Background: an optimization exercise with open tools, aiming at small area and a short achievable clock period. Do not read the settings as production practice.
At most, simulation tests tie the RTL to the original design; equivalence was not proved.
The RTL of runs 1 to 4 was laid out without a check of its function.
No activity file was given, so power comes from the tool's default toggle rates.

==> flow/run.sh <==
#!/bin/bash
# synth_recipe.tcl (not shown) runs the flow's synth.tcl, then flattens the netlist and writes it again
# the make line also repeats each setting of config.mk as NAME=value (left out here)
make -C /OpenROAD-flow-scripts/flow DESIGN_CONFIG=/design/flow/config.mk WORK_HOME=/design/flow/orfs CLKGATE_MAP_FILE= SYNTH_SCRIPT=/design/flow/synth_recipe.tcl finish
==> flow/config.mk <==
export PLATFORM = sky130hd
export DESIGN_NAME = relu_pool2x2
export DESIGN_NICKNAME = relu_pool2x2
export VERILOG_FILES = /design/flow/design.v
export SDC_FILE = /design/flow/constraint.sdc
export NUM_CORES = 4
export LEC_CHECK = 0
export CAP_MARGIN = 20
export CORE_MARGIN = 2
export CORE_UTILIZATION = 40
export SLEW_MARGIN = 20
==> flow/constraint.sdc <==
create_clock -name core_clock -period 11.0 [get_ports {clk}]
set_input_delay 2.2000 -clock core_clock [delete_from_list [all_inputs] [get_ports {clk}]]
set_output_delay 2.2000 -clock core_clock [all_outputs]
set_load 0.01 [all_outputs]
==> flow/design.v <==
module relu_pool2x2 #(
    parameter int DATA_W = 32,
    parameter int MAX_W  = 64,
    parameter int CNT_W  = 10
) (
    input  logic              clk,
    input  logic              rst,
    input  logic              clear,
    input  logic [CNT_W-1:0]  map_w,
    input  logic [CNT_W-1:0]  map_h,
    input  logic              conv_ack,
    input  logic [DATA_W-1:0] conv_r,
    input  logic [DATA_W-1:0] conv_g,
    input  logic [DATA_W-1:0] conv_b,
    output logic [DATA_W-1:0] pool_out,
    output logic              pool_valid,
    output logic              frame_done,
    output logic              cfg_err
);
    localparam int VW = DATA_W - 1;    
    logic [4:0]    wcfg;       
    logic [8:0]    hcfg;       
    logic [4:0]    cpair;      
    logic          codd;       
    logic [8:0]    rpair;      
    logic          rodd;       
    logic [VW-1:0] pair;       
    logic [VW-1:0] out_q;
    logic          take;
    logic          cpair_last;
    logic          rpair_last;
    logic          shift;
    logic          cfg_bad;
    assign take       = conv_ack & ~clear & ~cfg_err;
    assign cpair_last = (cpair == wcfg);
    assign rpair_last = (rpair == hcfg);
    assign shift      = take & codd;
    assign cfg_bad  = map_w[0] | map_h[0]
                    | (map_w < CNT_W'(2)) | (map_h < CNT_W'(2))
                    | (map_w > CNT_W'(MAX_W));
    logic [VW-1:0] head;
    logic [VW-1:0] s1  [1];
    logic [VW-1:0] s2  [2];
    logic [VW-1:0] s4  [4];
    logic [VW-1:0] s8  [8];
    logic [VW-1:0] s16 [16];
    logic [VW-1:0] t1, t2, t4, t8;
    logic [5:0]    tsel;       
    logic [VW-1:0] res;
    assign t1  = wcfg[0] ? s1[0]   : head;
    assign t2  = wcfg[1] ? s2[1]   : t1;
    assign t4  = wcfg[2] ? s4[3]   : t2;
    assign t8  = wcfg[3] ? s8[7]   : t4;
    always_ff @(posedge clk) begin
        if (shift) begin
            head <= res;
            s1[0] <= head;
            s2[0] <= t1;
            s2[1] <= s2[0];
            s4[0] <= t2;
            for (int i = 1; i < 4; i++) s4[i] <= s4[i-1];
            s8[0] <= t4;
            for (int i = 1; i < 8; i++) s8[i] <= s8[i-1];
            s16[0] <= t8;
            for (int i = 1; i < 16; i++) s16[i] <= s16[i-1];
        end
    end
    logic [VW-1:0] x;
    logic [5:0]    tg;
    assign tg = tsel & {6{~codd & rodd}};
    assign x = ({VW{codd}}  & pair)
             | ({VW{tg[0]}} & head)
             | ({VW{tg[1]}} & s1[0])
             | ({VW{tg[2]}} & s2[1])
             | ({VW{tg[3]}} & s4[3])
             | ({VW{tg[4]}} & s8[7])
             | ({VW{tg[5]}} & s16[15]);
    logic [31:0] ru, gu, bu, k1, c1;
    logic [32:0] k2, c2, a1, b1, xn;
    logic [33:0] u, v;
    logic        gt;
    logic        sat;
    assign ru = {~conv_r[DATA_W-1], conv_r[DATA_W-2:0]};
    assign gu = {~conv_g[DATA_W-1], conv_g[DATA_W-2:0]};
    assign bu = {~conv_b[DATA_W-1], conv_b[DATA_W-2:0]};
    assign k1 = ru ^ gu ^ bu;
    assign c1 = (ru & gu) | (ru & bu) | (gu & bu);
    assign u  = {2'b00, k1} + {1'b0, c1, 1'b0};
    assign a1 = {1'b0, k1};
    assign b1 = {c1, 1'b0};
    assign xn = {2'b00, ~x};
    assign k2 = a1 ^ b1 ^ xn;
    assign c2 = (a1 & b1) | (a1 & xn) | (b1 & xn);
    assign v  = {1'b0, k2} + {c2, 1'b0};
    assign gt  = v[33];
    assign sat = u[33];
    assign res = gt ? (u[VW-1:0] | {VW{sat}}) : x;
    always_ff @(posedge clk) begin
        if (take && !codd) pair <= res;
    end
    always_ff @(posedge clk) begin
        out_q <= res;
    end
    assign pool_out = {1'b0, out_q};
    logic [4:0] wnew;
    logic [5:0] tnew;
    assign wnew = map_w[5:1] - 5'd1;
    assign tnew = {wnew[4],
                   wnew[3] & ~wnew[4],
                   wnew[2] & ~|wnew[4:3],
                   wnew[1] & ~|wnew[4:2],
                   wnew[0] & ~|wnew[4:1],
                   ~|wnew};
    always_ff @(posedge clk) begin
        if (clear) begin
            wcfg <= wnew;
            hcfg <= map_h[9:1] - 9'd1;
            tsel <= tnew;
        end
    end
    always_ff @(posedge clk or posedge rst) begin
        if (rst) begin
            cfg_err <= 1'b1;
        end else if (clear) begin
            cfg_err <= cfg_bad;
        end
    end
    always_ff @(posedge clk or posedge rst) begin
        if (rst) begin
            cpair <= '0;
            codd  <= 1'b0;
            rpair <= '0;
            rodd  <= 1'b0;
        end else if (clear) begin
            cpair <= '0;
            codd  <= 1'b0;
            rpair <= '0;
            rodd  <= 1'b0;
        end else if (take) begin
            codd <= ~codd;
            if (codd) begin
                if (cpair_last) begin
                    cpair <= '0;
                    rodd  <= ~rodd;
                    if (rodd) rpair <= rpair_last ? '0 : rpair + 9'd1;
                end else begin
                    cpair <= cpair + 5'd1;
                end
            end
        end
    end
    always_ff @(posedge clk or posedge rst) begin
        if (rst) begin
            pool_valid <= 1'b0;
            frame_done <= 1'b0;
        end else begin
            pool_valid <= shift & rodd;
            frame_done <= shift & rodd & cpair_last & rpair_last;
        end
    end
endmodule
==> run_results.csv, run 1 <==
group,metric,value,unit
status,status,"finished clean",
sta,setup_ws,4.44,ns
sta,fmax,0.152,GHz
detailed_routing,drtIter0Drc,2056,
sta,rsz0062_at_grt,"false",
cells_and_area,nets,2582,
worst_setup_path,critPathRequiredTime,11.33,ns
synthesis,ys_seq_elements,1092,
worst_setup_path,end_kind,"flip-flop",
cells_and_area,drive_gt1_frac,0.142,
clock_tree,htree_levels,3,
placed_design,pre_cts_slack,3.84,ns
detailed_routing,routed_via_density,5.14,
placed_design,dp_hpwl,47400,µm
cells_and_area,fin_area,0.0472,mm²
placed_design,dp.cells,3518,
synthesis,synth_area_leaders,"edfxtp_1 (78%), mux2_2 (3.5%), fa_1 (3.1%)",
cells_and_area,area_growth,17.2,%
synthesis,synth_ff_type,"edfxtp_1",
detailed_routing,drc,0,
synthesis,syn-num-nets,2347,
synthesis,synth.avg_cell_area,19.2,µm²
sta,fin_crit_sh,0.597,
cells_and_area,multi_input_area,0.00715,mm²
cells_and_area,fill_cells,8228,
synthesis,ys_warn_count,6,
die,start_util,0.403,
detailed_routing,wl,79700,µm
die,io_pins,155,
placed_design,placed_cell_area,0.0434,mm²
grt,grt_max_degree,227,
sta,timing.slew.headroom,0.252,
detailed_routing,num_vias,19100,
detailed_routing,antenna_left,0,
synthesis,synth_seq_area_share,0.804,
die,core,0.100,mm²
placed_design,place_congestion,0.806,
synthesis,ys_types,76,
clock_tree,post_cts_resized,0,
grt,grt_pass1_wl,118000,µm
pwr,ir_worst_vdd,0.113,mV
synthesis,synth_area,0.0403,mm²
grt,first_global_vias,18900,
detailed_routing,drtPass1Iterations,6,
grt,grt_overflow,0,
clock_tree,numCtsBuffers,107,
worst_hold_path,hp-class,"flip-flop to flip-flop",
sta,hold_viol,0,
detailed_routing,wl_per_cell,21.4,µm
clock_tree,holdBufCountCts,0,
clock_tree,clockBufferDepth,3,
placed_design,io_buffers,153,
cells_and_area,seq_area,0.0324,mm²
worst_setup_path,crit_fanout,36,
clock_tree,cts_setup_buffers,0,
synthesis,synth_top_area_frac,0.777,
clock_tree,clkTransAtPathRegs,0.07,ns
sta,tightest_slew,1.12,ns
sta,min_period,6.56,ns
grt,antenna_found_initial,2,
clock_tree,cts_sinks,1092,
clock_tree,ctsRootBufferMaster,"clkbuf_16",
clock_tree,insertion_delay,0.67,ns
flow_run,cap_viol_max_count,0,
synthesis,synth_edf_count,1042,
die,die_h,321,µm
pwr,p_per_area,198,mW/mm²
cells_and_area,utilization,0.472,
grt,grt_usage,0.152,
sta,final.setup.tns,0,ns
clock_tree,cts_tree,"done",
worst_setup_path,worstSetupPathType,"flip-flop to flip-flop",
die,core.rowCount,116,
worst_setup_path,start_kind,"flip-flop",
die,die_area,0.103,mm²
synthesis,synthArstFlopShare,0.0174,
die,fp.dieW,321,µm
sta,slew_viol_final,0,
worst_setup_path,worstPathArrival,6.90,ns
sta,finClkSkew,0.0230,ns
synthesis,synthCells,2096,
synthesis,yosys.area.top_type,"edfxtp_1",
pwr,power.leakage,16.0,nW
sta,finalSetupViolations,0,
cells_and_area,instances_no_fill,3723,
## through the flow
stage	total power, mW	hold slack [ns]
final	9.35	0.405
after global routing	9.70	0.413
after CTS	9.47	0.396
after detailed placement	5.64	0.405
after global placement	5.63	0.400
after floorplan	5.21	0.400
## layer usage
metal  global-route usage  up-vias  part of all wire
li1                     -     8531                 -
met1                0.231     9799              0.48
met2                0.224      651              0.44
met3               0.0247      136             0.059
met4               0.0478        2             0.024
met5                    0        -           0.00015
## power breakdown
part	switching (mW)	internal (mW)	total, mW
Clock	1.54	2.26	3.80
Sequential	0.0789	4.59	4.67
Combinational	0.490	0.387	0.878
Total	2.11	7.24	9.35
## critical path, stage by stage (launching register included)
cell and delay [ns]:
dfrtp_2 0.34, buf_4 0.56, nor2b_1 0.10, buf_4 0.25
and2_1 0.39, buf_4 0.38, a22oi_1 0.20, nand2_1 0.07
nor4_1 0.54, inv_1 0.13, fa_1 0.51, inv_1 0.04
ha_1 0.31, nand4_1 0.13, nor2_1 0.07, a221o_1 0.31
a311oi_1 0.47, a211oi_2 0.22, nor2_4 0.87, a22oi_1 0.32
## flip-flops by register name, indices dropped and copies added, names as in the netlist
register,count
s16,496
out_q,31
wcfg,5
cpair,5
tsel,5
codd,1
pool_valid,1
hcfg,9
rpair,9
s2,62
frame_done,1
cfg_err,1
pair,31
head,31
rodd,1
s1,31
s4,124
s8,248
## layout by cell type (no fill, tap or decap), types with 8 or more instances in the layout
cell type / count
edfxtp_1: 1042
clkdlybuf4s50_1: 153
inv_1: 143
mux2_2: 124
clkbuf_16: 110
a22oi_1: 91
nand2_1: 70
ha_1: 68
fa_1: 63
nor2_1: 45
and3_1: 38
a21oi_1: 32
o21ai_0: 31
dfxtp_1: 31
xnor2_1: 28
xor2_1: 23
clkinv_2: 21
clkinv_1: 21
bufinv_16: 18
clkbuf_1: 17
dfrtp_1: 17
buf_4: 16
a21o_1: 15
nand3_1: 14
a222oi_1: 14
nor4_1: 11
nor3_1: 11
nand4_1: 10
a22o_1: 9
a31oi_1: 8
nor2b_1: 8
## cells by family (layout without fill, tap and decap cells)
kind of cell / after synthesis / in the layout / share of synthesized area
AO/OA/AOI/OAI: 256 / 256 / 0.0472
buffers and inverters: 194 / 522 / 0.0190
other: 1 / 2 / 0.0000931
adder cells (fa/ha/maj): 131 / 131 / 0.0525
multiplexers: 126 / 126 / 0.0352
XOR/XNOR: 51 / 51 / 0.0111
flip-flops: 1092 / 1092 / 0.804
AND/OR/NAND/NOR: 245 / 245 / 0.0305
## final cells by class
| class | count | share of cell area |
|---|---|---|
| clock inverters | 75 | 0.0184 |
| flip-flops and latches | 1092 | 0.686 |
| diodes | 1 | 0.0000530 |
| repair buffers | 176 | 0.0379 |
| clock buffers | 127 | 0.0597 |
| well taps | 1298 | 0.0344 |
| inverters | 144 | 0.0115 |
| multi-input cells | 810 | 0.152 |
## path summary, 6_finish.rpt
check	from	slack, ns	endpoint	depth (start not counted)
min in group asynchronous	rst	2.00	rpair[0]	2
worst min-delay path	s2[0][29]	0.40	s2[1][29]	0
max in group asynchronous	rst	8.46	codd	2
worst max-delay path	codd	4.44	pair[10]	19
worst max register to register	codd	4.44	pair[10]	19
worst min register to register	s2[0][29]	0.40	s2[1][29]	0
## cell usage after synthesis (3+ instances only)
cell type / instances
mux2_2: 124
o21ai_0: 31
xor2_1: 23
and2_1: 8
fa_1: 63
a22oi_1: 91
inv_1: 144
or2_2: 4
o21bai_1: 5
nand3b_1: 7
dfrtp_1: 18
nand2_1: 71
buf_1: 4
a21o_1: 15
dfxtp_1: 31
nor4_1: 11
ha_1: 68
nor3_1: 11
a222oi_1: 14
a21oi_1: 33
buf_6: 4
edfxtp_1: 1042
a22o_1: 9
nor2_1: 49
nand3_1: 15
nand4_1: 10
clkbuf_1: 39
xnor2_1: 28
nor2b_1: 8
o21a_1: 6
a211oi_1: 5
a31oi_1: 8
and3_1: 38
a211o_1: 3
==> run 2, diff against run 1 <==
--- a/flow/config.mk
+++ b/flow/config.mk
@@ -9,3 +9,4 @@
 export CORE_MARGIN = 2
-export CORE_UTILIZATION = 40
+export CORE_UTILIZATION = 65
+export SETUP_SLACK_MARGIN = 3
 export SLEW_MARGIN = 20
==> run 2 against run 1 <==
Effect of this change: critical path type unchanged; largest cell class unchanged; sequential share of layout area rose by 1.4 points; power fell by 3.2%; non-clock buffer count fell by 2; still clean on timing, DRC and antenna.
==> run_results.csv, run 2 <==
group,metric,value,unit
status,status,"finished clean",
placed_design,io_buffers,153,
cells_and_area,nets,2575,
sta,timing.slew.headroom,0.303,
die,core,0.0615,mm²
synthesis,synthArstFlopShare,0.0174,
placed_design,dp.cells,3010,
synthesis,synth_edf_count,1042,
detailed_routing,wl,73800,µm
flow_run,cap_viol_max_count,0,
cells_and_area,area_growth,14.8,%
cells_and_area,drive_gt1_frac,0.136,
clock_tree,clockBufferDepth,3,
worst_hold_path,hp-class,"flip-flop to flip-flop",
worst_setup_path,start_kind,"flip-flop",
synthesis,synth.avg_cell_area,19.2,µm²
cells_and_area,most-common-layout-cells,"edfxtp_1 (1042), clkdlybuf4s50_1 (153), inv_1 (143)",
detailed_routing,wl_per_cell,23.0,µm
sta,slew_viol_final,0,
synthesis,synth_seq_area_share,0.804,
die,start_util,0.655,
clock_tree,ctsRootBufferMaster,"clkbuf_16",
cells_and_area,multi_input_area,0.00715,mm²
cells_and_area,largest_reg_flops,496,
pwr,p_total,9.05,mW
detailed_routing,drtPass1Iterations,5,
cells_and_area,largest_register,"s16",
synthesis,synth_common_cells,"edfxtp_1 (1042), inv_1 (144), mux2_2 (124)",
clock_tree,holdBufCountCts,0,
synthesis,synth_top_area_frac,0.777,
synthesis,ys_types,76,
detailed_routing,antenna_left,0,
grt,grt_overflow,0,
clock_tree,clkTransAtPathRegs,0.06,ns
cells_and_area,mostFrequentLayoutCell,"edfxtp_1",
synthesis,synth_ff_type,"edfxtp_1",
worst_setup_path,end_kind,"flip-flop",
cells_and_area,instances_no_fill,3201,
sta,fin_crit_sh,0.592,
sta,min_period,6.51,ns
grt,grt_max_degree,215,
synthesis,synthCells,2096,
synthesis,ys_seq_elements,1092,
cells_and_area,seq_area,0.0324,mm²
sta,finClkSkew,0.0242,ns
placed_design,dp_hpwl,44200,µm
worst_setup_path,worstPathArrival,6.86,ns
sta,setup_ws,4.49,ns
clock_tree,cts_setup_buffers,0,
grt,first_global_vias,18700,
detailed_routing,drtIter0Drc,2100,
synthesis,syn-num-nets,2347,
worst_setup_path,worstSetupPathType,"flip-flop to flip-flop",
clock_tree,insertion_delay,0.66,ns
grt,grt_usage,0.233,
synthesis,ys_warn_count,6,
die,fp.dieW,253,µm
pwr,p_per_area,196,mW/mm²
worst_setup_path,critPathRequiredTime,11.35,ns
die,io_pins,155,
synthesis,yosys.area.top_type,"edfxtp_1",
pwr,ir_worst_vdd,0.209,mV
detailed_routing,num_vias,19000,
clock_tree,post_cts_resized,0,
placed_design,place_congestion,0.856,
die,core.rowCount,91,
detailed_routing,drc,0,
sta,fmax,0.154,GHz
sta,rsz0062_at_grt,"false",
pwr,power.leakage,15.9,nW
synthesis,synth_area,0.0403,mm²
clock_tree,numCtsBuffers,102,
synthesis,synth_area_leaders,"edfxtp_1 (78%), mux2_2 (3.5%), fa_1 (3.1%)",
clock_tree,cts_sinks,1092,
sta,finalSetupViolations,0,
sta,hold_viol,0,
cells_and_area,fill_cells,3553,
sta,tightest_slew,1.05,ns
worst_setup_path,crit_fanout,36,
detailed_routing,routed_via_density,5.93,
die,die_h,253,µm
clock_tree,htree_levels,3,
placed_design,pre_cts_slack,4.11,ns
cells_and_area,utilization,0.752,
grt,antenna_found_initial,0,
synthesis,synth_most_common_cell,"edfxtp_1",
grt,grt_pass1_wl,110000,µm
cells_and_area,reg_top3,"s16 x496, s8 x248, s4 x124",
clock_tree,cts_tree,"done",
die,die_area,0.0639,mm²
## run 2: logic make-up (layout without fill, tap and decap cells)
logic type | after synthesis | count (layout) | synth area share
AOI/OAI and AO/OA | 256 | 256 | 0.0472
xor gates and xnor gates | 51 | 51 | 0.0111
adders and majority gates | 131 | 131 | 0.0525
buffers and inverters | 194 | 508 | 0.0190
DFF | 1092 | 1092 | 0.804
muxes | 126 | 126 | 0.0352
other | 1 | 2 | 0.0000931
and+or+nand+nor | 245 | 245 | 0.0305
## run 2: cell type report
cell class / count / share of cell area
flip-flops and latches: 1092 / 0.701
repair buffers: 174 / 0.0379
inverters: 144 / 0.0118
well taps: 790 / 0.0214
diodes: 1 / 0.0000541
clock buffers: 122 / 0.0571
multi-input cells: 810 / 0.155
clock inverters: 68 / 0.0164
## run 2: where the power goes
part | total, mW | switching [mW] | internal, mW | leakage, nW
Clock | 3.53 | 1.49 | 2.03 | 1.64
Combinational | 0.867 | 0.479 | 0.388 | 4.30
Sequential | 4.66 | 0.0625 | 4.59 | 9.90
Total | 9.05 | 2.03 | 7.02 | 15.9
## run 2: worst max-delay path: stages (launching register included)
cell and delay (ns):
dfrtp_1 0.33, buf_4 0.51, nor2b_1 0.11, buf_4 0.26
and2_1 0.49, buf_4 0.38, a22oi_1 0.22, nand2_1 0.07
nor4_1 0.40, inv_1 0.17, fa_1 0.57, inv_1 0.05
ha_1 0.28, o21ai_0 0.10, o21a_1 0.18, o21ai_0 0.23
a211oi_1 0.14, a211oi_2 0.34, nand2_1 0.15, a41oi_4 0.57
buf_4 0.42, a32oi_1 0.20
## run 2: stage by stage
| step | setup TNS, ns | instance area [µm²] | hold WS [ns] |
|---|---|---|---|
| CTS | 0 | 46200 | 0.404 |
| floorplan | -6729.81 | 40300 | 0.400 |
| global route | 0 | 46200 | 0.409 |
| finish | 0 | 46200 | 0.407 |
| detailed placement | 0 | 42800 | 0.405 |
| global placement | 0 | 42800 | 0.400 |
## run 2: final timing paths
kind	from	endpoint	slack (ns)	cells after the start
min in group asynchronous	rst	pool_valid	1.99	2
worst max register to register	codd	pair[30]	4.49	21
worst max-delay path	codd	pair[30]	4.49	21
worst min-delay path	s8[6][24]	s8[7][24]	0.41	0
worst min register to register	s8[6][24]	s8[7][24]	0.41	0
max in group asynchronous	rst	cpair[3]	8.54	2
## run 2: per-layer routing
layer	wire length [µm]	GRT usage	vias to the layer above
met1	33300	0.353	9653
met3	5130	0.0455	122
li1	-	-	8533
met2	33400	0.348	669
met4	1980	0.0739	0
met5	0	0	-
==> run 3, diff against run 2 <==
--- a/flow/design.v
+++ b/flow/design.v
@@ -26,4 +26,2 @@
     logic          rodd;       
-    logic [VW-1:0] pair;       
-    logic [VW-1:0] out_q;
     logic          take;
@@ -36,3 +34,3 @@
     assign rpair_last = (rpair == hcfg);
-    assign shift      = take & codd;
+    assign shift      = take & ~codd;
     assign cfg_bad  = map_w[0] | map_h[0]
@@ -54,4 +52,6 @@
     always_ff @(posedge clk) begin
+        if (take) head <= res;
+    end
+    always_ff @(posedge clk) begin
         if (shift) begin
-            head <= res;
             s1[0] <= head;
@@ -70,4 +70,3 @@
     assign tg = tsel & {6{~codd & rodd}};
-    assign x = ({VW{codd}}  & pair)
-             | ({VW{tg[0]}} & head)
+    assign x = ({VW{codd | tg[0]}} & head)
              | ({VW{tg[1]}} & s1[0])
@@ -97,9 +96,3 @@
     assign res = gt ? (u[VW-1:0] | {VW{sat}}) : x;
-    always_ff @(posedge clk) begin
-        if (take && !codd) pair <= res;
-    end
-    always_ff @(posedge clk) begin
-        out_q <= res;
-    end
-    assign pool_out = {1'b0, out_q};
+    assign pool_out = {1'b0, head};
     logic [4:0] wnew;
@@ -156,4 +149,4 @@
         end else begin
-            pool_valid <= shift & rodd;
-            frame_done <= shift & rodd & cpair_last & rpair_last;
+            pool_valid <= take & codd & rodd;
+            frame_done <= take & codd & rodd & cpair_last & rpair_last;
         end
--- a/flow/config.mk
+++ b/flow/config.mk
@@ -10,3 +10,2 @@
 export CORE_UTILIZATION = 65
-export SETUP_SLACK_MARGIN = 3
 export SLEW_MARGIN = 20
==> run 3 against run 2 <==
Effect of this change: cell count decreased by 3.6%; design area is 4.1% lower; critical path depth down 8; critical path type is now input port to flip-flop; critical endpoint is now head[3]; largest power group unchanged; highest routed layer unchanged.
==> run_results.csv, run 3 <==
group,metric,value,unit
status,status,"finished clean",
worst_hold_path,hp-class,"flip-flop to flip-flop",
grt,grt_pass1_wl,106000,µm
sta,final.setup.tns,0,ns
synthesis,synth_edf_count,1011,
placed_design,place_congestion,0.843,
cells_and_area,drive_gt1_frac,0.136,
synthesis,synthCells,2013,
pwr,p_int,6.55,mW
synthesis,synthMuxAreaShare,0.0367,
worst_setup_path,endpoint,"head[3]",
worst_setup_path,critPathRequiredTime,11.38,ns
die,core,0.0589,mm²
cells_and_area,mostFrequentLayoutCell,"edfxtp_1",
detailed_routing,drc,0,
pwr,pwr-share-clk,0.399,
detailed_routing,drtPass1Iterations,5,
pwr,power.leakage,15.0,nW
detailed_routing,wl,71200,µm
worst_setup_path,start_kind,"input port",
placed_design,io_buffers,153,
detailed_routing,num_vias,18300,
worst_setup_path,worstPathArrival,6.65,ns
clock_tree,post_cts_resized,0,
sta,hold_viol,0,
detailed_routing,wl_per_cell,23.1,µm
pwr,p_switching,1.82,mW
clock_tree,clockBufferDepth,3,
flow_run,cap_viol_max_count,0,
worst_setup_path,rr_worst_depth,15,
cells_and_area,area_growth,14.8,%
synthesis,synth_area,0.0386,mm²
synthesis,ys_warn_count,6,
die,fp.dieW,248,µm
cells_and_area,largest_reg_flops,496,
worst_setup_path,rr_startpoint,"rodd",
synthesis,synth_top_area_frac,0.786,
cells_and_area,antennaDiodeCount,0,
pwr,p_per_area,189,mW/mm²
clock_tree,clkTransAtPathRegs,0.07,ns
clock_tree,cts_tree,"done",
die,io_pins,155,
synthesis,synth_top_family_by_area,"adder cells",
worst_setup_path,crit_fanout,41,
pwr,seq_power_share,0.514,
cells_and_area,most-common-layout-cells,"edfxtp_1 (1011), clkdlybuf4s50_1 (153), inv_1 (127)",
clock_tree,insertion_delay,0.65,ns
worst_setup_path,r2r-end,"head[3]",
detailed_routing,antenna_left,0,
synthesis,synthAdderAreaFrac,0.0547,
die,die_h,248,µm
synthesis,synth_most_common_cell,"edfxtp_1",
pwr,swShare,0.217,
pwr,ir_worst_vdd,0.187,mV
grt,grt_overflow,0,
sta,fmax,0.160,GHz
synthesis,synth_area_leaders,"edfxtp_1 (79%), mux2_2 (3.6%), fa_1 (3.3%)",
placed_design,dp_hpwl,41700,µm
sta,tightest_slew,1.21,ns
synthesis,synth_common_cells,"edfxtp_1 (1011), inv_1 (127), mux2_2 (125)",
pwr,p_total,8.37,mW
clock_tree,holdBufCountCts,0,
worst_setup_path,worstSetupPathType,"input port to flip-flop",
sta,fin_crit_sh,0.570,
sta,finalSetupViolations,0,
clock_tree,numCtsBuffers,97,
synthesis,synth_ff_type,"edfxtp_1",
synthesis,ys_seq_elements,1030,
grt,grt_max_degree,212,
detailed_routing,routed_via_density,5.93,
sta,rsz0062_at_grt,"false",
clock_tree,ctsRootBufferMaster,"clkbuf_16",
clock_tree,cts_sinks,1030,
synthesis,synth_seq_area_share,0.798,
die,die_area,0.0614,mm²
synthesis,synthArstFlopShare,0.0184,
cells_and_area,reg_top3,"s16 x496, s8 x248, s4 x124",
sta,timing.slew.headroom,0.197,
die,start_util,0.656,
cells_and_area,nets,2488,
sta,slew_viol_final,0,
detailed_routing,drtIter0Drc,1642,
die,core.rowCount,89,
clock_tree,htree_levels,3,
synthesis,syn-num-nets,2264,
sta,finClkSkew,0.0207,ns
synthesis,synth.avg_cell_area,19.2,µm²
pwr,p_comb_frac,0.086,
grt,antenna_found_initial,0,
synthesis,synth-compound-area-share,0.0503,
sta,min_period,6.27,ns
synthesis,ys_types,78,
clock_tree,cts_setup_buffers,0,
grt,first_global_vias,18300,
synthesis,yosys.area_share.simple,0.0312,
grt,grt_usage,0.235,
worst_setup_path,r2r_slack,5.31,ns
cells_and_area,largest_register,"s16",
synthesis,synth_xor_xnor_area_share,0.0107,
synthesis,yosys.area.top_type,"edfxtp_1",
worst_setup_path,critPathLaunch,"conv_r[6]",
worst_setup_path,end_kind,"flip-flop",
run 3: changes by cell type after synthesis, moves of 14 or more:
| cell | previous run | this run |
|---|---|---|
| and3_1 | 38 | 8 |
| dfxtp_1 | 31 | 0 |
| edfxtp_1 | 1042 | 1011 |
| a21oi_1 | 33 | 53 |
| inv_1 | 144 | 127 |
| a222oi_1 | 14 | 0 |
| nor3_1 | 11 | 45 |
| nand3_1 | 15 | 29 |
| nand2_1 | 71 | 50 |
run 3: area by class of cell:
class / count / area [µm²]
flip-flops and latches: 1030 / 30800
fillers: 3265 / 14600
multi-input cells: 806 / 7130
clock buffers: 109 / 2470
repair buffers: 175 / 1730
well taps: 773 / 967
clock inverters: 66 / 728
inverters: 127 / 477
run 3: per-stage QoR:
step	setup slack [ns]	hold slack [ns]	instance area [µm²]	instances	util
2_1_floorplan	-14.46	0.400	38700	2013	-
3_3_place_gp	4.25	0.400	41100	2911	0.698
3_5_place_dp	4.15	0.405	41100	2911	0.698
4_1_cts	4.82	0.408	44300	3086	0.753
5_1_grt	4.63	0.408	44300	3086	0.753
6_report	4.73	0.405	44300	3086	0.753
run 3: routing by layer:
metal / GRT usage / up-vias / part of all wire
li1: - / 8252 / -
met1: 0.348 / 9294 / 0.44
met2: 0.354 / 606 / 0.46
met3: 0.0515 / 136 / 0.064
met4: 0.0777 / 0 / 0.027
met5: 0 / - / 0
run 3: cell families (layout without fill, tap and decap cells):
| family | Yosys count | count (layout) |
|---|---|---|
| DFF | 1030 | 1030 |
| AOI/OAI and AO/OA | 265 | 265 |
| and+or+nand+nor | 236 | 236 |
| buffers and inverters | 177 | 477 |
| adders and majority gates | 131 | 131 |
| muxes | 126 | 126 |
| xor gates and xnor gates | 47 | 47 |
| other | 1 | 1 |
run 3: critical path: stages:
cell	delay [ns]
clkdlybuf4s50_1	0.43
fa_1	0.60
inv_1	0.08
fa_1	0.53
inv_1	0.04
ha_1	0.29
a21oi_1	0.15
o21ai_0	0.13
nor4_1	0.57
a211oi_2	0.16
o31a_4	0.42
nor2_8	0.59
mux2_2	0.41
run 3: worst min path at each step:
| stage | slack (ns) | end | cells past startpoint | from |
|---|---|---|---|---|
| after floorplan | 0.40 | s16[10][0] | 0 | s16[9][0] |
| after global placement | 0.40 | s4[1][10] | 0 | s4[0][10] |
| after detailed placement | 0.40 | s16[10][1] | 0 | s16[9][1] |
| after CTS | 0.41 | s8[1][28] | 0 | s8[0][28] |
| after global routing | 0.41 | s8[6][28] | 0 | s8[5][28] |
| final | 0.41 | s8[6][28] | 0 | s8[5][28] |
run 3: power groups by stage:
| stage | registers, mW | logic, mW | clock network [mW] |
|---|---|---|---|
| floorplan | 4.39 | 0.500 | 0 |
| detailed placement | 4.39 | 0.715 | 0 |
| CTS | 4.30 | 0.723 | 3.42 |
| global route | 4.30 | 0.799 | 3.58 |
| global placement | 4.39 | 0.698 | 0 |
| finish | 4.30 | 0.724 | 3.34 |
==> run 4, diff against run 3 <==
--- a/flow/config.mk
+++ b/flow/config.mk
@@ -10,2 +10,4 @@
 export CORE_UTILIZATION = 65
+export CTS_BUF_LIST = sky130_fd_sc_hd__clkbuf_8
+export SETUP_SLACK_MARGIN = 5
 export SLEW_MARGIN = 20
==> run 4 against run 3 <==
Effect of this change: still clean; maximum frequency is 6.8% higher; global-route usage is 0.10 points lower; sequential cell count stayed put; combinational power hardly changed; power is 4.3% lower; synthesized cell count stayed put; clock power is 11% lower; critical path depth stayed put; sequential power hardly changed; sequential share of layout area is 0.32 points higher; setup slack better by 0.40 ns; cell count is 3.7% higher; largest cell class unchanged.
==> run_results.csv, run 4 <==
group,metric,value,unit
synthesis,ys_seq_elements,1030,
placed_design,io_buffers,153,
detailed_routing,wl,70500,µm
worst_setup_path,start_kind,"input port",
cells_and_area,area_growth,14.2,%
worst_setup_path,critPathLaunch,"conv_r[6]",
sta,rsz0062_at_grt,"false",
cells_and_area,mostFrequentLayoutCell,"edfxtp_1",
grt,grt_pass1_wl,106000,µm
synthesis,synth_most_common_cell,"edfxtp_1",
flow_run,cap_viol_max_count,0,
status,status,"finished clean",
grt,use_met1,0.352,
cells_and_area,largest_reg_flops,496,
grt,grt_busiest_layer,"met1",
worst_setup_path,crit_slowest_cell,"fa_1",
synthesis,synth_area_leaders,"edfxtp_1 (79%), mux2_2 (3.6%), fa_1 (3.3%)",
clock_tree,clockBufferDepth,3,
detailed_routing,num_vias,18600,
grt,grt_overflow,0,
placed_design,dp_hpwl,41700,µm
die,core,0.0589,mm²
detailed_routing,routed_via_density,5.82,
die,die_area,0.0614,mm²
synthesis,synthArstFlopShare,0.0184,
sta,min_period,5.87,ns
sta,hold_viol,0,
worst_setup_path,critPathRequiredTime,11.53,ns
sta,finalSetupViolations,0,
clock_tree,htree_levels,4,
pwr,power.leakage,15.1,nW
die,start_util,0.656,
sta,tightest_slew,1.18,ns
detailed_routing,drtPass1Iterations,8,
cells_and_area,largest_register,"s16",
cells_and_area,reg_top3,"s16 x496, s8 x248, s4 x124",
clock_tree,insertion_delay,0.80,ns
synthesis,syn-num-nets,2264,
synthesis,synth_common_cells,"edfxtp_1 (1011), inv_1 (127), mux2_2 (125)",
clock_tree,cts_sinks,1030,
clock_tree,numCtsBuffers,156,
clock_tree,clkTransAtPathRegs,0.06,ns
synthesis,synth.avg_cell_area,19.2,µm²
synthesis,ys_warn_count,6,
detailed_routing,antenna_left,0,
synthesis,synth_seq_area_share,0.798,
synthesis,synthCells,2013,
die,die_h,248,µm
worst_setup_path,end_kind,"flip-flop",
synthesis,synth_edf_count,1011,
cells_and_area,most-common-layout-cells,"edfxtp_1 (1011), inv_1 (178), clkbuf_8 (159)",
clock_tree,holdBufCountCts,0,
synthesis,synth_top_area_frac,0.786,
grt,grt_use_met3,0.0540,
grt,grt_usage,0.234,
placed_design,dp.cells,2911,
worst_setup_path,worstPathArrival,6.40,ns
pwr,ir_worst_vdd,0.229,mV
pwr,p_per_area,182,mW/mm²
worst_setup_path,crit_chain,"clkdlybuf4s50_1 > fa_1 > inv_1 > fa_1 > inv_1 > ha_1 > a21oi_1 > o21ai_0 > nor4_1 > a211oi_2 > o31a_4 > nor2_8 > mux2_2",
sta,fmax,0.170,GHz
detailed_routing,drc,0,
synthesis,yosys.area.top_type,"edfxtp_1",
worst_setup_path,worstSetupPathType,"input port to flip-flop",
detailed_routing,wl_per_cell,22.0,µm
grt,grt_use_met2,0.342,
sta,fin_crit_sh,0.534,
synthesis,synth_area,0.0386,mm²
grt,antenna_found_initial,1,
die,core.rowCount,89,
grt,grt_max_degree,212,
synthesis,synth_ff_type,"edfxtp_1",
worst_hold_path,hp-class,"flip-flop to flip-flop",
detailed_routing,drtIter0Drc,1792,
cells_and_area,nets,2548,
worst_setup_path,cpPeakStageDelay,0.61,ns
synthesis,ys_types,78,
clock_tree,cts_tree,"done",
placed_design,place_congestion,0.843,
cells_and_area,drive_gt1_frac,0.155,
grt,first_global_vias,18500,
sta,finClkSkew,0.0326,ns
clock_tree,ctsRootBufferMaster,"clkbuf_8",
die,io_pins,155,
sta,final.setup.tns,0,ns
cells_and_area,utilization,0.749,
cells_and_area,instances_no_fill,3200,
die,fp.dieW,248,µm
sta,slew_viol_final,0,
worst_hold_path,hp-start,"s16[5][3]",
pwr,p_total,8.01,mW
worst_setup_path,crit_fanout,21,
worst_setup_path,rr_startpoint,"rodd",
sta,timing.slew.headroom,0.215,
==> run 4: cell counts after synthesis <==
No cell type changed its count.
==> run 4: cell families (layout without fill, tap and decap cells) <==
family	after synthesis	after routing	synth area share
AOI/OAI and AO/OA	265	265	0.0503
xor gates and xnor gates	47	47	0.0107
adders and majority gates	131	131	0.0547
buffers and inverters	177	589	0.0183
DFF	1030	1030	0.798
muxes	126	126	0.0367
other	1	2	0.0000971
and+or+nand+nor	236	237	0.0312
==> run 4: worst max-delay path: cells and delay by family <==
kind / cells / cell delay, ns
muxes: 1 / 0.40
and+or+nand+nor: 2 / 0.94
AOI/OAI and AO/OA: 4 / 0.87
buffers and inverters: 3 / 0.55
adders and majority gates: 3 / 1.44
==> run 4: through the flow <==
| step | setup slack [ns] | instance area, µm² | hold slack (ns) |
|---|---|---|---|
| after floorplan | -14.46 | 38700 | 0.400 |
| after global placement | 4.25 | 41100 | 0.400 |
| after detailed placement | 4.15 | 41100 | 0.405 |
| after CTS | 5.01 | 44100 | 0.384 |
| after global routing | 5.00 | 44100 | 0.400 |
| final | 5.13 | 44100 | 0.404 |
==> run 4: metal layers <==
metal | wire [µm] | part of all wire | vias to the layer above
met5 | 0 | 0 | -
met4 | 1410 | 0.020 | 0
met3 | 4540 | 0.064 | 118
met2 | 32300 | 0.46 | 619
met1 | 32300 | 0.46 | 9490
li1 | - | - | 8411
==> run 4: repair_timing <==
| item | in CTS | in global routing |
|---|---|---|
| buffers inserted | 0 | 0 |
| setup endpoints to repair | 0 | 19 |
| gates resized for setup | 0 | 0 |
==> run 4: cell type report <==
type	count	area, µm²
clock buffers	159	2190
clock inverters	128	797
flip-flops and latches	1030	30800
diodes	1	2.50
repair buffers	175	1730
inverters	127	477
multi-input cells	807	7140
well taps	773	967
fillers	3355	14800
==> run 4: path summary, 6_finish.rpt <==
path | depth (start not counted) | end | slack [ns]
min in group asynchronous | 2 | rodd | 1.89
setup / recovery | 13 | head[3] | 5.13
hold / removal | 0 | s16[6][3] | 0.40
setup reg to reg | 15 | head[3] | 5.60
max in group asynchronous | 2 | rpair[2] | 8.57
hold reg to reg | 0 | s16[6][3] | 0.40
==> run 4: report_power, final <==
part	internal [mW]	leakage (nW)	switching [mW]
Clock	1.53	1.71	1.45
Combinational	0.308	4.04	0.420
Sequential	4.30	9.37	0.00868
Total	6.14	15.1	1.88
==> run 5, diff against run 4 <==
--- a/flow/design.v
+++ b/flow/design.v
@@ -26,2 +26,4 @@
     logic          rodd;       
+    logic [VW-1:0] pair;       
+    logic [VW-1:0] out_q;
     logic          take;
@@ -34,3 +36,3 @@
     assign rpair_last = (rpair == hcfg);
-    assign shift      = take & ~codd;
+    assign shift      = take & codd;
     assign cfg_bad  = map_w[0] | map_h[0]
@@ -44,4 +46,3 @@
     logic [VW-1:0] s16 [16];
-    logic [VW-1:0] t1, t2, t4, t8;
-    logic [5:0]    tsel;       
+    logic [VW-1:0] t1, t2, t4, t8, t16;
     logic [VW-1:0] res;
@@ -51,7 +52,6 @@
     assign t8  = wcfg[3] ? s8[7]   : t4;
-    always_ff @(posedge clk) begin
-        if (take) head <= res;
-    end
+    assign t16 = wcfg[4] ? s16[15] : t8;
     always_ff @(posedge clk) begin
         if (shift) begin
+            head <= res;
             s1[0] <= head;
@@ -68,45 +68,28 @@
     logic [VW-1:0] x;
-    logic [5:0]    tg;
-    assign tg = tsel & {6{~codd & rodd}};
-    assign x = ({VW{codd | tg[0]}} & head)
-             | ({VW{tg[1]}} & s1[0])
-             | ({VW{tg[2]}} & s2[1])
-             | ({VW{tg[3]}} & s4[3])
-             | ({VW{tg[4]}} & s8[7])
-             | ({VW{tg[5]}} & s16[15]);
-    logic [31:0] ru, gu, bu, k1, c1;
-    logic [32:0] k2, c2, a1, b1, xn;
-    logic [33:0] u, v;
-    logic        gt;
-    logic        sat;
-    assign ru = {~conv_r[DATA_W-1], conv_r[DATA_W-2:0]};
-    assign gu = {~conv_g[DATA_W-1], conv_g[DATA_W-2:0]};
-    assign bu = {~conv_b[DATA_W-1], conv_b[DATA_W-2:0]};
-    assign k1 = ru ^ gu ^ bu;
-    assign c1 = (ru & gu) | (ru & bu) | (gu & bu);
-    assign u  = {2'b00, k1} + {1'b0, c1, 1'b0};
-    assign a1 = {1'b0, k1};
-    assign b1 = {c1, 1'b0};
-    assign xn = {2'b00, ~x};
-    assign k2 = a1 ^ b1 ^ xn;
-    assign c2 = (a1 & b1) | (a1 & xn) | (b1 & xn);
-    assign v  = {1'b0, k2} + {c2, 1'b0};
-    assign gt  = v[33];
-    assign sat = u[33];
-    assign res = gt ? (u[VW-1:0] | {VW{sat}}) : x;
-    assign pool_out = {1'b0, head};
-    logic [4:0] wnew;
-    logic [5:0] tnew;
-    assign wnew = map_w[5:1] - 5'd1;
-    assign tnew = {wnew[4],
-                   wnew[3] & ~wnew[4],
-                   wnew[2] & ~|wnew[4:3],
-                   wnew[1] & ~|wnew[4:2],
-                   wnew[0] & ~|wnew[4:1],
-                   ~|wnew};
+    logic signed [DATA_W+1:0] sum;
+    logic signed [DATA_W+1:0] diff;
+    logic          gt;
+    logic          sat;
+    assign x = codd ? pair : (rodd ? t16 : '0);
+    assign sum  = $signed({{2{conv_r[DATA_W-1]}}, conv_r})
+                + $signed({{2{conv_g[DATA_W-1]}}, conv_g})
+                + $signed({{2{conv_b[DATA_W-1]}}, conv_b});
+    assign diff = $signed({3'b000, x})
+                - $signed({{2{conv_r[DATA_W-1]}}, conv_r})
+                - $signed({{2{conv_g[DATA_W-1]}}, conv_g})
+                - $signed({{2{conv_b[DATA_W-1]}}, conv_b});
+    assign gt   = diff[DATA_W+1];
+    assign sat  = sum[DATA_W] | sum[DATA_W-1];
+    assign res  = gt ? (sum[VW-1:0] | {VW{sat}}) : x;
+    always_ff @(posedge clk) begin
+        if (take && !codd) pair <= res;
+    end
+    always_ff @(posedge clk) begin
+        out_q <= res;
+    end
+    assign pool_out = {1'b0, out_q};
     always_ff @(posedge clk) begin
         if (clear) begin
-            wcfg <= wnew;
+            wcfg <= map_w[5:1] - 5'd1;
             hcfg <= map_h[9:1] - 9'd1;
-            tsel <= tnew;
         end
@@ -149,4 +132,4 @@
         end else begin
-            pool_valid <= take & codd & rodd;
-            frame_done <= take & codd & rodd & cpair_last & rpair_last;
+            pool_valid <= shift & rodd;
+            frame_done <= shift & rodd & cpair_last & rpair_last;
         end
--- a/flow/config.mk
+++ b/flow/config.mk
@@ -9,5 +9,3 @@
 export CORE_MARGIN = 2
-export CORE_UTILIZATION = 65
-export CTS_BUF_LIST = sky130_fd_sc_hd__clkbuf_8
-export SETUP_SLACK_MARGIN = 5
+export CORE_UTILIZATION = 40
 export SLEW_MARGIN = 20
==> run 5 against run 4 <==
Effect of this change: register-to-register slack worse by 1.6 ns; still clean on timing, DRC and antenna; critical path type is now flip-flop to flip-flop; core utilization down 28 points; synthesized cell count up 5.8%; critical endpoint is now head[5].
==> run_results.csv, run 5 <==
group,metric,value,unit
status,status,"finished clean",
worst_setup_path,r2r_slack,4.00,ns
worst_setup_path,rr_startpoint,"wcfg[1]",
sta,min_period,7.00,ns
placed_design,pre_cts_slack,3.56,ns
worst_hold_path,hold_end,"s16[8][22]",
synthesis,ys_warn_count,6,
synthesis,synth_ff_type,"edfxtp_1",
clock_tree,numCtsBuffers,101,
clock_tree,cts_sinks,1087,
die,fp.dieW,322,µm
sta,fmax,0.143,GHz
clock_tree,clockBufferDepth,3,
sta,tightest_slew,1.08,ns
synthesis,yosys.area.top_type,"edfxtp_1",
grt,antenna_found_initial,5,
die,io_pins,155,
clock_tree,cts_setup_buffers,0,
synthesis,synth_seq_area_share,0.795,
cells_and_area,most-common-layout-cells,"edfxtp_1 (1037), inv_1 (196), clkdlybuf4s50_1 (153)",
synthesis,synthCells,2129,
sta,timing.slew.headroom,0.263,
placed_design,place_congestion,0.860,
pwr,p_per_area,196,mW/mm²
cells_and_area,drive_gt1_frac,0.124,
sta,hold_viol,0,
sta,setup_ws,4.00,ns
cells_and_area,reg_top3,"s16 x496, s8 x248, s4 x124",
die,start_util,0.404,
clock_tree,insertion_delay,0.66,ns
worst_setup_path,rr_worst_depth,20,
worst_setup_path,r2r-end,"head[5]",
placed_design,placed_cell_area,0.0439,mm²
worst_hold_path,min_delay_path_depth,0,
sta,rsz0062_at_grt,"false",
detailed_routing,antenna_left,0,
sta,finClkSkew,0.0358,ns
die,die_h,322,µm
detailed_routing,drc,0,
clock_tree,holdBufCountCts,0,
synthesis,synth.avg_cell_area,19.0,µm²
clock_tree,post_cts_resized,0,
cells_and_area,largest_reg_flops,496,
clock_tree,cts_tree,"done",
grt,grt_pass1_wl,118000,µm
grt,grt_usage,0.151,
worst_hold_path,hp-class,"flip-flop to flip-flop",
synthesis,synth_most_common_cell,"edfxtp_1",
flow_run,cap_viol_max_count,0,
detailed_routing,drtIter0Drc,1944,
worst_setup_path,end_kind,"flip-flop",
synthesis,synth_area_leaders,"edfxtp_1 (77%), fa_1 (4.6%), mux2_2 (3.3%)",
clock_tree,htree_levels,3,
synthesis,synth_common_cells,"edfxtp_1 (1037), inv_1 (197), mux2_2 (119)",
sta,finalSetupViolations,0,
placed_design,dp_hpwl,49900,µm
clock_tree,ctsRootBufferMaster,"clkbuf_16",
detailed_routing,routed_via_density,4.98,
worst_hold_path,hp-start,"s16[7][22]",
cells_and_area,largest_register,"s16",
pwr,p_total,9.24,mW
pwr,ir_worst_vdd,0.138,mV
cells_and_area,fin_area,0.0473,mm²
sta,fin_crit_sh,0.636,
detailed_routing,wl,79200,µm
synthesis,ys_seq_elements,1087,
detailed_routing,wl_per_cell,20.8,µm
clock_tree,clkTransAtPathRegs,0.06,ns
worst_setup_path,worstSetupPathType,"flip-flop to flip-flop",
sta,slew_viol_final,0,
synthesis,synth_edf_count,1037,
pwr,power.leakage,16.3,nW
detailed_routing,drtPass1Iterations,5,
die,core,0.100,mm²
grt,first_global_vias,18800,
detailed_routing,num_vias,19000,
cells_and_area,mostFrequentLayoutCell,"edfxtp_1",
grt,grt_max_degree,188,
synthesis,syn-num-nets,2417,
synthesis,synthArstFlopShare,0.0175,
synthesis,ys_types,64,
cells_and_area,nets,2656,
worst_setup_path,crit_fanout,26,
die,core.rowCount,116,
synthesis,synth_area,0.0405,mm²
worst_setup_path,critPathRequiredTime,11.45,ns
cells_and_area,area_growth,16.6,%
synthesis,synth_top_area_frac,0.768,
placed_design,io_buffers,153,
grt,grt_overflow,0,
worst_setup_path,start_kind,"flip-flop",
die,die_area,0.104,mm²
cells_and_area,utilization,0.471,
worst_setup_path,worstPathArrival,7.45,ns
[run 5: cell count changes after synthesis, sizes merged, moves of 12 or more]
cell / delta
a22oi: -78
clkbuf: -16
dfxtp: +31
edfxtp: +26
fa: +31
inv: +70
mux2i: +31
nand2: +16
nand3: -12
nor3: -33
o21ai: +33
o22a: +24
[run 5: power breakdown]
group          internal (mW)  switching [mW]  leakage, nW
registers               4.59          0.0657         9.85
clock network           2.10            1.47         1.65
logic                  0.442           0.584         4.76
total                   7.13            2.12         16.3
[run 5: cell type report]
| cell class | count | area [µm²] |
|---|---|---|
| antenna | 4 | 10.0 |
| fill | 8357 | 53000 |
| multi-input combinational | 808 | 7460 |
| timing repair buffer | 173 | 1740 |
| tap | 1357 | 1700 |
| clock buffer | 132 | 2730 |
| inverter | 197 | 739 |
| clock inverter | 55 | 674 |
| sequential | 1087 | 32200 |
[run 5: worst max path at each step]
| stage | start | end | depth (start not counted) |
|---|---|---|---|
| 2_1_floorplan | conv_ack | frame_done | 6 |
| 3_3_place_gp | conv_r[0] | head[9] | 18 |
| 3_5_place_dp | conv_r[0] | head[2] | 18 |
| 4_1_cts | wcfg[1] | head[2] | 19 |
| 5_1_grt | wcfg[1] | head[3] | 19 |
| 6_report | wcfg[1] | head[5] | 20 |
[run 5: critical path, stage by stage, from the launching register on]
cell and delay [ns]:
edfxtp_1 0.52, inv_1 0.34, buf_4 0.56, mux2_2 0.43, mux2_2 0.29, mux2_2 0.30
mux2i_1 0.30, nor2_1 0.09, a21oi_1 0.57, fa_1 0.52, inv_1 0.07, ha_1 0.22
nand4_1 0.22, o21ai_0 0.13, a31oi_1 0.35, a2111oi_1 0.16, a2111oi_4 0.44, xor2_4 0.19
buf_4 0.43, inv_1 0.29, a2bb2oi_1 0.33
[run 5: per-layer routing]
metal  vias up  GRT usage  share of wire
li1       8431          -              -
met1      9862      0.234           0.49
met2       565      0.216           0.43
met3       129     0.0318          0.060
met4         0     0.0428          0.022
met5         -          0              0
[run 5: cell families after synthesis]
group | Yosys count | synth area share
adders and majority gates | 168 | 0.0692
muxes | 152 | 0.0413
xor gates and xnor gates | 51 | 0.0112
and+or+nand+nor | 208 | 0.0245
DFF | 1087 | 0.795
AOI/OAI and AO/OA | 228 | 0.0367
other | 1 | 0.0000925
buffers and inverters | 234 | 0.0219
[run 5: through the flow]
step	setup TNS (ns)	std cells	hold WS, ns
CTS	0	3809	0.394
detailed placement	0	3622	0.405
finish	0	3813	0.391
global placement	0	3622	0.400
floorplan	-6533.26	2129	0.400
global route	0	3813	0.404

separate check: timing with driven ports:
How much do the figures lean on ideal ports? The routed layouts below were timed once more, with nothing changed but the port constraints. Step 1 (the two cells are an assumption about what drives the block):
set clk [get_ports {clk}]
set_driving_cell -lib_cell sky130_fd_sc_hd__clkbuf_16 $clk
set_driving_cell -lib_cell sky130_fd_sc_hd__buf_2 [delete_from_list [all_inputs] $clk]
Step 2, shift: input delay + t, output delay - t, t = (earliest + latest rising clock arrival at the registers) / 2. This alone moves slack from input paths to output paths. Slacks: no drivers / after step 1 / after step 2; pairs: no drivers / after step 1.
run	t (ns)	slack for setup (ns)	worst hold slack (ns)	worst setup path at the end	latest minus earliest clock arrival (ns)
run 1	0.721	4.435 / 4.435 / 3.824	0.405 / 0.405 / 0.405	input to register	0.026 / 0.026
run 2	0.712	4.488 / 4.488 / 4.080	0.407 / 0.407 / 0.407	input to register	0.025 / 0.026
run 3	0.703	4.731 / 4.774 / 4.071	0.405 / 0.405 / 0.405	input to register	0.022 / 0.022
run 4	0.841	5.131 / 5.170 / 4.328	0.404 / 0.404 / 0.404	input to register	0.033 / 0.033
run 5	0.711	4.005 / 4.005 / 3.452	0.391 / 0.391 / 0.391	input to register	0.036 / 0.036
After both steps setup and hold are still met in every run listed. The setup slack of run 4, which loses most, moves by +0.039 ns with the drivers and by -0.803 ns with both steps.
